From an optimization exercise on the open Yosys and OpenROAD flow, aimed at small area; shortcuts taken in it are not production practice. Only simulation tests tie the RTL to the original design; equivalence was not proved. Power and IR drop assume default switching activity.

$ cat design/flow/flow/run.sh
#!/bin/bash
# The standard layout (standard.sh: standard synthesis through finish), with three
# changes passed to ORFS through its environment:
#  - the port buffers use the smallest buffer cell instead of the default delay buffer;
#  - clock tree synthesis inserts no dummy loads;
#  - global routing offers less of met1 to signal routing (flow/fastroute.tcl).
# Each ORFS step keeps its own log under orfs/logs/; standard.sh's output goes to standard.log.
set -euo pipefail
export BUFFER_PORTS_ARGS="-buffer_cell sky130_fd_sc_hd__buf_1"
export CTS_ARGS="-sink_clustering_enable -repair_clock_nets -dont_use_dummy_load -sink_clustering_size 30 -sink_clustering_max_diameter 100 -buf_list sky130_fd_sc_hd__clkbuf_16"
export FASTROUTE_TCL="$PWD/flow/fastroute.tcl"
bash standard.sh > standard.log 2>&1
$ cat design/flow/flow/fastroute.tcl
# Global routing layers as the platform's fastroute.tcl sets them, with less of
# met1 offered to signal routing (more left for pin access) and more of the
# upper layers.
set_global_routing_layer_adjustment $::env(MIN_ROUTING_LAYER)-$::env(MAX_ROUTING_LAYER) 0.15
set_global_routing_layer_adjustment met1 0.5

set_routing_layers -clock $::env(MIN_CLK_ROUTING_LAYER)-$::env(MAX_ROUTING_LAYER)
set_routing_layers -signal $::env(MIN_ROUTING_LAYER)-$::env(MAX_ROUTING_LAYER)
$ cat design/flow/standard.sh
#!/bin/bash
# synth_recipe.tcl (not shown) runs the flow's synth.tcl, then flattens the netlist and writes it again
# the make line also repeats each setting of config.mk as NAME=value (left out here)
make -C /OpenROAD-flow-scripts/flow DESIGN_CONFIG=/design/flow/config.mk WORK_HOME=/design/flow/orfs CLKGATE_MAP_FILE= SYNTH_SCRIPT=/design/flow/synth_recipe.tcl "${@:-finish}"
$ cat design/flow/config.mk
export PLATFORM = sky130hd
export DESIGN_NAME = imem_multiport
export DESIGN_NICKNAME = imem_multiport
export VERILOG_FILES = /design/flow/design.v
export SDC_FILE = /design/flow/constraint.sdc
export NUM_CORES = 4
export LEC_CHECK = 0
export CAP_MARGIN = 0
export CELL_PAD_IN_SITES_DETAIL_PLACEMENT = 1
export CELL_PAD_IN_SITES_GLOBAL_PLACEMENT = 1
export CORE_MARGIN = 2
export CORE_UTILIZATION = 25
export CTS_BUF_LIST = sky130_fd_sc_hd__clkbuf_16
export CTS_CLUSTER_DIAMETER = 100
export CTS_CLUSTER_SIZE = 30
export PLACE_DENSITY = 0.35
export SLEW_MARGIN = 0
export SYNTH_HIERARCHICAL = 1
export SYNTH_MINIMUM_KEEP_SIZE = 0
$ cat design/flow/constraint.sdc
create_clock -name core_clock -period 4.0 [get_ports {clk}]
set_input_delay 0.8000 -clock core_clock [delete_from_list [all_inputs] [get_ports {clk}]]
set_output_delay 0.8000 -clock core_clock [all_outputs]
set_load 0.01 [all_outputs]
$ cat design/flow/design.v
module imem_multiport #(
  parameter int              NCORES       = 4,
  parameter int              AW           = 5,
  parameter int              DW           = 32,
  parameter logic [29-AW:0]  BASE_ADDRESS = '0,
  parameter logic [DW-1:0]   NOP_WORD     = DW'(32'h0000F020),
  parameter logic [DW-1:0]   DEFAULT_WORD = DW'(32'h0000FFFF),
  parameter logic [5:0]      HALT_OP      = 6'd63
) (
  input  logic                 clk,
  input  logic                 reset_n,
  output logic                 busy,
  input  logic                 ld_we,
  input  logic [AW-1:0]        ld_addr,
  input  logic [DW-1:0]        ld_data,
  output logic                 ld_ack,
  input  logic [NCORES-1:0]    rd_req,
  input  logic [NCORES*32-1:0] rd_addr,
  output logic [NCORES*DW-1:0] rd_data,
  output logic [NCORES-1:0]    rd_valid,
  output logic [NCORES-1:0]    rd_err,
  output logic [NCORES-1:0]    halt_seen
);
  localparam int DEPTH = 2**AW;
  localparam logic [AW-1:0] LAST = AW'(DEPTH - 1);
  logic          run;
  logic [AW-1:0] cnt;
  logic [DEPTH-1:0][DW-1:0] mem;
  logic [DEPTH-1:0][DW-1:0] mem_nxt;
  assign busy = !run;
  always_ff @(posedge clk) begin
    if (!reset_n) begin
      run <= 1'b0;
      cnt <= '0;
    end else if (!run) begin
      cnt <= cnt + AW'(1);
      if (cnt == LAST) run <= 1'b1;
    end
  end
  logic             we;
  logic [AW-1:0]    wa;
  logic [DW-1:0]    wd;
  logic [DEPTH-1:0] wl, hl;
  assign we = reset_n && (!run || ld_we);
  assign wa = run ? ld_addr : cnt;
  assign wd = run ? ld_data : NOP_WORD;
  always_comb begin
    for (int w = 0; w < DEPTH; w++) begin
      wl[w] = we && (wa == AW'(w));
      hl[w] = !wl[w];
    end
  end
  for (genvar w = 0; w < DEPTH; w++) begin : g_wword
    for (genvar b = 0; b < DW; b++) begin : g_wbit
      imem_multiport_wcell u_wcell (
        .ld(wl[w]), .d(wd[b]), .hold(hl[w]), .q(mem[w][b]), .nxt(mem_nxt[w][b])
      );
    end
  end
  always_ff @(posedge clk) mem <= mem_nxt;
  always_ff @(posedge clk) begin
    if (!reset_n) ld_ack <= 1'b0;
    else          ld_ack <= run && ld_we;
  end
  logic [NCORES-1:0] bad;
  logic [DEPTH-1:0]  sel  [NCORES];
  logic [DW-1:0]     word [NCORES];
  always_comb begin
    for (int i = 0; i < NCORES; i++) begin
      bad[i] = (rd_addr[32*i +: 2] != 2'b00) ||
               (rd_addr[32*i+AW+2 +: 30-AW] != BASE_ADDRESS);
      for (int w = 0; w < DEPTH; w++)
        sel[i][w] = rd_addr[32*i+2 +: AW] == AW'(w);
    end
  end
  for (genvar i = 0; i < NCORES; i++) begin : g_ch
    for (genvar b = 0; b < DW; b++) begin : g_bit
      logic [DEPTH-1:0] col;
      for (genvar w = 0; w < DEPTH; w++) begin : g_w
        assign col[w] = mem[w][b];
      end
      if (DEFAULT_WORD[b]) begin : g_hi
        imem_multiport_pick_f u_pick (.sel(sel[i]), .d(col), .force_hi(bad[i]), .y(word[i][b]));
      end else begin : g_lo
        imem_multiport_pick_z u_pick (.sel(sel[i]), .d(col), .force_lo(bad[i]), .y(word[i][b]));
      end
    end
  end
  always_ff @(posedge clk) begin
    for (int i = 0; i < NCORES; i++) begin
      rd_err[i]           <= bad[i];
      rd_data[DW*i +: DW] <= word[i];
    end
  end
  always_ff @(posedge clk) begin
    if (!reset_n) rd_valid <= '0;
    else          rd_valid <= rd_req & {NCORES{run}};
  end
  logic [NCORES-1:0] halt_q;
  always_comb begin
    for (int i = 0; i < NCORES; i++)
      halt_seen[i] = halt_q[i] || (rd_valid[i] && rd_data[DW*i+26 +: 6] == HALT_OP);
  end
  always_ff @(posedge clk) begin
    if (!reset_n) halt_q <= '0;
    else          halt_q <= halt_seen;
  end
endmodule
module imem_multiport_wcell (
  input  logic ld,
  input  logic d,
  input  logic hold,
  input  logic q,
  output logic nxt
);
  assign nxt = (ld & d) | (hold & q);
endmodule
module imem_multiport_pick (
  input  logic [31:0] sel,
  input  logic [31:0] d,
  output logic        y
);
  logic [10:0] gn;
  for (genvar g = 0; g < 10; g++) begin : g_grp
    imem_multiport_aoi3 u_aoi (.s(sel[3*g +: 3]), .d(d[3*g +: 3]), .yn(gn[g]));
  end
  imem_multiport_aoi2 u_aoi_last (.s(sel[31:30]), .d(d[31:30]), .yn(gn[10]));
  assign y = !(&gn);
endmodule
module imem_multiport_pick_z (
  input  logic [31:0] sel,
  input  logic [31:0] d,
  input  logic        force_lo,
  output logic        y
);
  logic [10:0] gn;
  for (genvar g = 0; g < 10; g++) begin : g_grp
    imem_multiport_aoi3 u_aoi (.s(sel[3*g +: 3]), .d(d[3*g +: 3]), .yn(gn[g]));
  end
  assign gn[10] = !((sel[30] & d[30]) | (sel[31] & d[31]));
  assign y = !(&gn) && !force_lo;
endmodule
module imem_multiport_pick_f (
  input  logic [31:0] sel,
  input  logic [31:0] d,
  input  logic        force_hi,
  output logic        y
);
  logic [10:0] gn;
  for (genvar g = 0; g < 10; g++) begin : g_grp
    imem_multiport_aoi3 u_aoi (.s(sel[3*g +: 3]), .d(d[3*g +: 3]), .yn(gn[g]));
  end
  assign gn[10] = !((sel[30] & d[30]) | (sel[31] & d[31]) | force_hi);
  assign y = !(&gn);
endmodule
module imem_multiport_aoi3 (
  input  logic [2:0] s,
  input  logic [2:0] d,
  output logic       yn
);
  assign yn = !(|(s & d));
endmodule
module imem_multiport_aoi2 (
  input  logic [1:0] s,
  input  logic [1:0] d,
  output logic       yn
);
  assign yn = !(|(s & d));
endmodule
module imem_multiport_aoi2f (
  input  logic [1:0] s,
  input  logic [1:0] d,
  input  logic       f,
  output logic       yn
);
  assign yn = !((|(s & d)) | f);
endmodule
==> run notes <==
-- per-stage QoR --
| stage | area, sq um | std cells | hold slack (ns) |
|---|---|---|---|
| finish | 65400 | 8332 | 0.293 |
| global placement | 63400 | 8210 | 0.525 |
| floorplan | 52500 | 4594 | 0.503 |
| detailed placement | 63400 | 8210 | 0.534 |
| global route | 65300 | 8315 | 0.311 |
| CTS | 65200 | 8283 | 0.242 |
-- layout make-up --
| cell class | count | area [sq um] |
|---|---|---|
| fill | 23000 | 144000 |
| multi-input combinational | 3331 | 30000 |
| sequential | 1171 | 23400 |
| timing repair buffer | 839 | 6270 |
| tap | 2805 | 3510 |
| clock buffer | 73 | 1830 |
| inverter | 65 | 244 |
| antenna | 48 | 120 |
-- metal layers --
layer  share of wire  wire, microns
met3            0.14          61800
met1            0.36         157000
met5          0.0011            496
met2            0.42         185000
met4           0.081          35400
-- cells by family (layout without fill, tap and decap cells) --
group                      after synthesis  count (layout)  synth area share
adders and majority gates                2               2          0.000477
muxes                                    2               2          0.000381
AOI/OAI and AO/OA                     2523            2523             0.456
xor gates and xnor gates                 1               1          0.000167
DFF                                   1171            1171             0.447
buffers and inverters                   92             977           0.00730
and+or+nand+nor                        803             803            0.0892
other                                    0              48                 0
-- worst register-to-register path, delay by kind of cell (launching register included) --
kind	cells	cell delay, ns
AOI/OAI and AO/OA	2	1.05
buffers and inverters	3	0.92
DFF	1	0.58
and+or+nand+nor	2	0.31
-- how the worst max path moves through the flow --
stage,start,end,slack (ns),cells after the start
6_report,rd_addr[70],rd_data[71],0.75,8
2_1_floorplan,reset_n,mem[160],0.51,5
3_3_place_gp,rd_addr[70],rd_data[70],0.07,8
5_1_grt,rd_addr[34],rd_data[59],0.82,8
3_5_place_dp,rd_addr[34],rd_data[59],0.07,8
4_1_cts,rd_addr[34],rd_data[59],0.85,8
-- flip-flops by register name, indices dropped and copies added (netlist names) --
name	cells
cnt	5
halt_q	4
ld_ack	1
mem	1024
rd_data	128
rd_err	4
rd_valid	4
run	1
-- modules after synthesis (local to each module, per instance) --
module | flops+latches | cell area (sq um) | cells inside | copies in the design
imem_multiport | 1171 | 25800 | 1586 | 1
imem_multiport_pick_f | 0 | 36.3 | 5 | 64
imem_multiport_wcell | 0 | 8.76 | 1 | 1024
imem_multiport_aoi3 | 0 | 10.0 | 1 | 1280
imem_multiport_pick_z | 0 | 40.0 | 6 | 64
-- cell usage in the layout, fill, tap and decap left out, types with 65 or more instances in the layout --
| cell type | Yosys | routed |
|---|---|---|
| inv_1 | 65 | 65 |
| nand2_1 | 74 | 74 |
| a22o_1 | 1154 | 1154 |
| buf_1 | 0 | 313 |
| buf_4 | 3 | 434 |
| nor2_4 | 0 | 128 |
| clkbuf_16 | 0 | 73 |
| nand4_1 | 200 | 200 |
| a222oi_1 | 1280 | 1280 |
| nand3_1 | 106 | 74 |
| dfxtp_1 | 1171 | 1170 |
| buf_12 | 0 | 92 |
-- power by group --
part / switching [mW] / internal, mW
Clock: 4.59 / 3.26
Sequential: 0.261 / 11.8
Combinational: 0.974 / 0.353
==> impl_metrics.tcl <==
set metrics [dict create \
    yosysMostFrequentCell "a222oi_1" \
    cts_buffers 73 \
    worstSkewPairLatency_ns 0.77 \
    slowest_stage "or4_1" \
    gp_congestion 0.960 \
    clock-sinks 1171 \
    postCtsHoldBufs 0 \
    grt_pass1_wl_mm 578 \
    io_pins 314 \
    cts_tree "yes" \
    grt_pass1_vias 62600 \
    grtUsageMet3 0.245 \
    syn_area_sq_mm 0.0525 \
    place_ws_ns 0.0743 \
    avgSynthCellArea_sq_um 11.4 \
    use_met1 0.647 \
    ant_nets 0 \
    io_buffers 313 \
    initial_core_util 0.251 \
    hold-path-endpoint "rd_valid[2]" \
    dieArea_sq_mm 0.214 \
    path_cells "buf_1 -> nand3b_1 -> buf_4 -> nor2_4 -> buf_12 -> a222oi_1 -> nand4_1 -> or4_1" \
    antenna_found_initial 28 \
    cts_buffer_depth 3 \
    ys_async_sr_fraction 0 \
    cts_resized 0 \
    fmax_mhz 308 \
    status "finished with violations" \
    met2_usage 0.555 \
    period_share 0.811 \
    failed_checks "max-capacitance violations, max-slew violations" \
    final.setup.worst_slack_ns 0.754 \
    grt-busiest-layer "met1" \
    powerDensity_mw_per_mm2 325 \
    rr_startpoint "run" \
    avgRoutedWirePerCell_microns 52.8 \
    grt_max_degree 34 \
    syn_inst 4594 \
    drc 0 \
    skew_ns 0.104 \
    r2r_slack_ns 1.01 \
    tns_ns 0 \
    p_total_mw 21.3 \
    grt.total_usage 0.439 \
    clock-root-buffer "clkbuf_16" \
    worstPathMaxFanout 23 \
    fin_crit_ns 3.25 \
    ir_drop_mv 0.349 \
    leakagePower_nw 21.7 \
    critical_path_class "in -> reg" \
    finalHoldViolations 0 \
    core-area_sq_mm 0.209 \
    min_path_type "in -> reg" \
    synth-edff-count 0 \
    wirelength_mm 440 \
    drive_gt1_frac 0.150 \
    synth_ff_type "dfxtp_1" \
    synth_top_area_share 0.447 \
    area_growth_pct 24.6 \
    required_ns 4.60 \
    grt_setup_unrepaired "false" \
    dr.first_iter.drc_count 11400 \
    syn_nets 4768 \
    fin_util 0.313 \
    yosysWarnings 10 \
    cpLargestDelayFamily "simple AND/OR/NAND/NOR gates" \
    clkTransAtPathRegs_ns 0.08 \
    min_from "rd_req[2]" \
    setup_viol 0 \
    rows 168 \
    drv_cap 2 \
    dp_hpwl_mm 285 \
    cp.arrival_ns 3.85 \
    cp-start-kind "primary input" \
    synth_cell_types 48 \
    yosys-top-cells-count "a222oi_1, dfxtp_1, a22o_1" \
    htreeDepth 3 \
    max_stage_delay_ns 0.73 \
    worst_pin_slew_ns 1.51 \
    via_per_inst 7.54 \
    fp.dieW_microns 462 \
    crit_path_end_kind "flop" \
    num_vias 62800 \
    gr-total-overflow 0 \
    dr.pass1.iters 15 \
    layout.nets 5655 \
    synth-seq-area-share 0.447 \
    cts_setup_buffers 0 \
    reg2reg_to "mem[434]" \
    critPathBufInv 3 \
    slew_headroom -0.00975 \
    synth_seq_cells 1171 \
    r2r.worst_path.cells 7 \
    slew_viol_final 40 \
    yosysTopAreaCell "dfxtp_1" \
    synthTopCellsByArea "dfxtp_1, a222oi_1, a22o_1, nand4_1, o41a_1" \
    worstHoldPathCells 2 \
    die_y_microns 462 \
]

-- what the ideal ports hide --
In the flow no input, the clock included, has a driving cell. The finished layout below was timed again as built, in two steps.
Step 1 (the two cells are an assumption about what drives the block):
set clk [get_ports {clk}]
set_driving_cell -lib_cell sky130_fd_sc_hd__clkbuf_16 $clk
set_driving_cell -lib_cell sky130_fd_sc_hd__buf_2 [delete_from_list [all_inputs] $clk]
Step 2 adds t to the input delays and takes it off the output delays; t is the mean of the earliest and latest rising clock arrival at the registers after step 1. Input paths then give back, and output paths get back, about the clock's delay inside the block.
Three values: ideal ports, drivers, drivers and shift; two values: the first two.
shift t [ns]: 0.819
setup WS [ns]: 0.754 / 0.808 / -0.011
worst setup path at the end: input to register
worst register clock-pin slew, ns: 0.12 / 0.12
The setup slack of this run moves by +0.054 ns with the drivers and by -0.765 ns with both steps.
